This design comes from an exercise in tuning for small area, a short achievable clock period and few clock cycles per item on the open sky130 flow, not from production work. In this exercise RTL edits were held to simulation tests only and were not proved equivalent to the original.

## the baseline
==> flow/design.v <==
package iirl_pkg;
	localparam int CAPACITY_DEF    = 16;
	localparam int VALUE_WIDTH_DEF = 32;
	typedef enum logic [1:0] {
		FUNC_READ   = 2'd0,
		FUNC_INSERT = 2'd1,
		FUNC_REMOVE = 2'd2,
		FUNC_FILL   = 2'd3
	} func_t;
	typedef enum logic [1:0] {
		STAT_OK    = 2'd0,
		STAT_RANGE = 2'd1,
		STAT_FULL  = 2'd2
	} status_t;
	typedef struct packed {
		logic load;
		logic exec;
	} iirl_cmd_t;
endpackage
module iirl_ctrl (
	input  logic clk,
	input  logic arst_n,
	input  logic req_valid,
	output logic req_ready,
	output logic rsp_valid,
	input  logic rsp_ready,
	output logic load_q,    
	output logic exec,      
	output logic o_from_x,  
	output logic o_from_k,  
	output logic k_load     
);
	logic q_valid, o_valid, k_valid;
	logic take;
	assign take      = o_valid & rsp_ready;
	assign exec      = q_valid & ~k_valid;
	assign req_ready = ~q_valid | ~k_valid;
	assign rsp_valid = o_valid;
	assign load_q    = req_valid & req_ready;
	assign o_from_k  = k_valid & take;
	assign o_from_x  = exec & (~o_valid | take);
	assign k_load    = exec & o_valid & ~take;
	always_ff @(posedge clk or negedge arst_n) begin
		if (!arst_n) begin
			q_valid <= 1'b0;
			o_valid <= 1'b0;
			k_valid <= 1'b0;
		end else begin
			q_valid <= load_q | (q_valid & ~exec);
			o_valid <= o_from_k | o_from_x | (o_valid & ~take);
			k_valid <= k_load | (k_valid & ~take);
		end
	end
endmodule
module iirl_dpath #(
	parameter int CAPACITY    = iirl_pkg::CAPACITY_DEF,
	parameter int VALUE_WIDTH = iirl_pkg::VALUE_WIDTH_DEF,
	localparam int CNT_W      = $clog2(CAPACITY + 1)
) (
	input  logic                   clk,
	input  logic                   arst_n,
	input  logic                   load_q,
	input  logic                   exec,
	input  logic                   o_from_x,
	input  logic                   o_from_k,
	input  logic                   k_load,
	input  logic [1:0]             in_func,
	input  logic [CNT_W-1:0]       in_position,
	input  logic [VALUE_WIDTH-1:0] in_value,
	output logic [VALUE_WIDTH-1:0] element,
	output logic [CNT_W-1:0]       count,
	output logic [1:0]             status
);
	localparam int IW = $clog2(CAPACITY);
	localparam logic [CNT_W-1:0] CAP_C = CNT_W'(CAPACITY);
	iirl_pkg::func_t        func_q;
	logic [CNT_W-1:0]       pos_q;
	logic [VALUE_WIDTH-1:0] val_q;
	always_ff @(posedge clk) begin
		if (load_q) begin
			func_q <= iirl_pkg::func_t'(in_func);
			pos_q  <= in_position;
			val_q  <= in_value;
		end
	end
	logic [CNT_W-1:0]       used_q, used_d;
	logic [IW-1:0]          ptr_q [CAPACITY];
	logic [VALUE_WIDTH-1:0] word_q [CAPACITY];
	iirl_pkg::status_t status_d;
	logic rd_ok, ins_ok, rem_ok, fill_ok, elem_d;
	always_comb begin
		status_d = iirl_pkg::STAT_OK;
		used_d   = used_q;
		rd_ok    = 1'b0;
		ins_ok   = 1'b0;
		rem_ok   = 1'b0;
		fill_ok  = 1'b0;
		case (func_q)
			iirl_pkg::FUNC_READ: begin
				if (pos_q < used_q) rd_ok = 1'b1;
				else status_d = iirl_pkg::STAT_RANGE;
			end
			iirl_pkg::FUNC_INSERT: begin
				if (pos_q > used_q) begin
					status_d = iirl_pkg::STAT_RANGE;
				end else if (used_q == CAP_C) begin
					status_d = iirl_pkg::STAT_FULL;
				end else begin
					ins_ok = 1'b1;
					used_d = used_q + CNT_W'(1);
				end
			end
			iirl_pkg::FUNC_REMOVE: begin
				if (pos_q < used_q) begin
					rem_ok = 1'b1;
					used_d = used_q - CNT_W'(1);
				end else begin
					status_d = iirl_pkg::STAT_RANGE;
				end
			end
			default: begin
				if (pos_q > CAP_C) begin
					status_d = iirl_pkg::STAT_RANGE;
				end else begin
					fill_ok = 1'b1;
					used_d  = pos_q;
				end
			end
		endcase
	end
	assign elem_d = rd_ok | rem_ok;
	logic [IW-1:0] pos_slot, last_slot;
	assign pos_slot  = ptr_q[pos_q[IW-1:0]];
	assign last_slot = ptr_q[CAPACITY-1];
	always_ff @(posedge clk or negedge arst_n) begin
		if (!arst_n) used_q <= '0;
		else if (exec) used_q <= used_d;
	end
	for (genvar g = 0; g < CAPACITY; g++) begin : g_ptr
		localparam int PREV = (g == 0) ? 0 : g - 1;
		localparam int NEXT = (g == CAPACITY - 1) ? g : g + 1;
		localparam logic [CNT_W-1:0] IDX = CNT_W'(g);
		always_ff @(posedge clk or negedge arst_n) begin
			if (!arst_n) begin
				ptr_q[g] <= IW'(g);
			end else if (exec) begin
				if (ins_ok) begin
					if (IDX == pos_q) ptr_q[g] <= last_slot;
					else if (IDX > pos_q) ptr_q[g] <= ptr_q[PREV];
				end else if (rem_ok) begin
					if (g == CAPACITY - 1) ptr_q[g] <= pos_slot;
					else if (IDX >= pos_q) ptr_q[g] <= ptr_q[NEXT];
				end
			end
		end
	end
	for (genvar g = 0; g < CAPACITY; g++) begin : g_word
		always_ff @(posedge clk) begin
			if (exec && (fill_ok || (ins_ok && last_slot == IW'(g))))
				word_q[g] <= val_q;
		end
	end
	logic [IW-1:0]     k_slot;
	logic              k_elem;
	iirl_pkg::status_t k_status;
	always_ff @(posedge clk) begin
		if (k_load) begin
			k_slot   <= pos_slot;
			k_elem   <= elem_d;
			k_status <= status_d;
		end
	end
	logic [IW-1:0]          rd_slot;
	logic                   rd_elem;
	logic [VALUE_WIDTH-1:0] element_q;
	logic [CNT_W-1:0]       count_q;
	iirl_pkg::status_t      status_q;
	assign rd_slot = o_from_k ? k_slot : pos_slot;
	assign rd_elem = o_from_k ? k_elem : elem_d;
	always_ff @(posedge clk) begin
		if (o_from_k || o_from_x) begin
			element_q <= rd_elem ? word_q[rd_slot] : '0;
			count_q   <= o_from_k ? used_q : used_d;
			status_q  <= o_from_k ? k_status : status_d;
		end
	end
	assign element = element_q;
	assign count   = count_q;
	assign status  = status_q;
endmodule
module indexed_insert_remove_list #(
	parameter int CAPACITY    = iirl_pkg::CAPACITY_DEF,
	parameter int VALUE_WIDTH = iirl_pkg::VALUE_WIDTH_DEF,
	localparam int CNT_W      = $clog2(CAPACITY + 1)
) (
	input  logic                   clk,
	input  logic                   arst_n,
	input  logic                   req_valid,
	output logic                   req_ready,
	input  logic [1:0]             req_func,
	input  logic [CNT_W-1:0]       req_position,
	input  logic [VALUE_WIDTH-1:0] req_value,
	output logic                   rsp_valid,
	input  logic                   rsp_ready,
	output logic [VALUE_WIDTH-1:0] rsp_element,
	output logic [CNT_W-1:0]       rsp_count,
	output logic [1:0]             rsp_status
);
	logic load_q, exec, o_from_x, o_from_k, k_load;
	iirl_ctrl u_ctrl (
		.clk       (clk),
		.arst_n    (arst_n),
		.req_valid (req_valid),
		.req_ready (req_ready),
		.rsp_valid (rsp_valid),
		.rsp_ready (rsp_ready),
		.load_q    (load_q),
		.exec      (exec),
		.o_from_x  (o_from_x),
		.o_from_k  (o_from_k),
		.k_load    (k_load)
	);
	iirl_dpath #(
		.CAPACITY    (CAPACITY),
		.VALUE_WIDTH (VALUE_WIDTH)
	) u_dpath (
		.clk         (clk),
		.arst_n      (arst_n),
		.load_q      (load_q),
		.exec        (exec),
		.o_from_x    (o_from_x),
		.o_from_k    (o_from_k),
		.k_load      (k_load),
		.in_func     (req_func),
		.in_position (req_position),
		.in_value    (req_value),
		.element     (rsp_element),
		.count       (rsp_count),
		.status      (rsp_status)
	);
endmodule
clock: 5.0 ns
lec_check: 0
abc_clock_period_in_ps: 2500
cap_margin: 20
cell_pad_in_sites_detail_placement: 2
cell_pad_in_sites_global_placement: 2
core_margin: 2
core_utilization: 50
setup_slack_margin: 2.5
slew_margin: 20
run.sh (not shown) runs the stock make flow with config.mk's settings and CLKGATE_MAP_FILE= SYNTH_SCRIPT=/design/flow/synth_recipe.tcl, a recipe that flattens the netlist after the stock synthesis.
The baseline did not finish; a tool error ended it in detailed placement (3_5_place_dp).
Testbench counts of the baseline, summed over its fixed seeds: cycles 32,016, items 32,000.
What the candidate does differently from the baseline at the input level:
# the baseline
export LEC_CHECK = 0
export ABC_CLOCK_PERIOD_IN_PS = 2500
export CAP_MARGIN = 20
export CELL_PAD_IN_SITES_DETAIL_PLACEMENT = 2
export CELL_PAD_IN_SITES_GLOBAL_PLACEMENT = 2
export CORE_MARGIN = 2
export CORE_UTILIZATION = 50
export SETUP_SLACK_MARGIN = 2.5
export SLEW_MARGIN = 20
create_clock -name core_clock -period 5.0 [get_ports {clk}]
# the candidate
export LEC_CHECK = 0
export CAP_MARGIN = 20
export CELL_PAD_IN_SITES_DETAIL_PLACEMENT = 2
export CELL_PAD_IN_SITES_GLOBAL_PLACEMENT = 2
export CORE_MARGIN = 2
export CORE_UTILIZATION = 35
export SLEW_MARGIN = 20
create_clock -name core_clock -period 5.0 [get_ports {clk}]
Results
The candidate ended with every stage complete and zero timing, DRC or antenna violations.
Y dimension of the die: the candidate > the baseline
Diff the baseline and the candidate: width of the die higher in the candidate
In the candidate relative to the baseline, placer congestion estimate had gone down by a little under 10%.
Count of mapped cells out of synthesis came out exactly the same in the baseline and the candidate.

## what the ideal ports hide
The results above use ideal ports. As a check the final layout listed here was re-extracted and re-timed, cells and wires unchanged.
Step 1 sets driving cells, clkbuf_16 on the clock port and buf_2 on the other inputs (assumed; they add their load-dependent delay and slew).
Step 2 also shifts input and output timing later by t, the mid clock arrival at the registers, as if the neighbouring blocks saw the same clock.
a / b / c = ideal ports / drivers / drivers and shift; a / b = the first two.
run: the candidate
shift t [ns]: 0.677
setup slack, ns: 0.304 / 0.304 / 0.304
clock arrival spread, ns: 0.026 / 0.025
worst data-port slew with drivers (ns): 0.05
pins driven straight from the clock port: 1
After both steps the candidate still meets setup and hold. For the candidate, drivers alone change the setup slack by 0.000 ns; drivers and shift together by 0.000 ns.
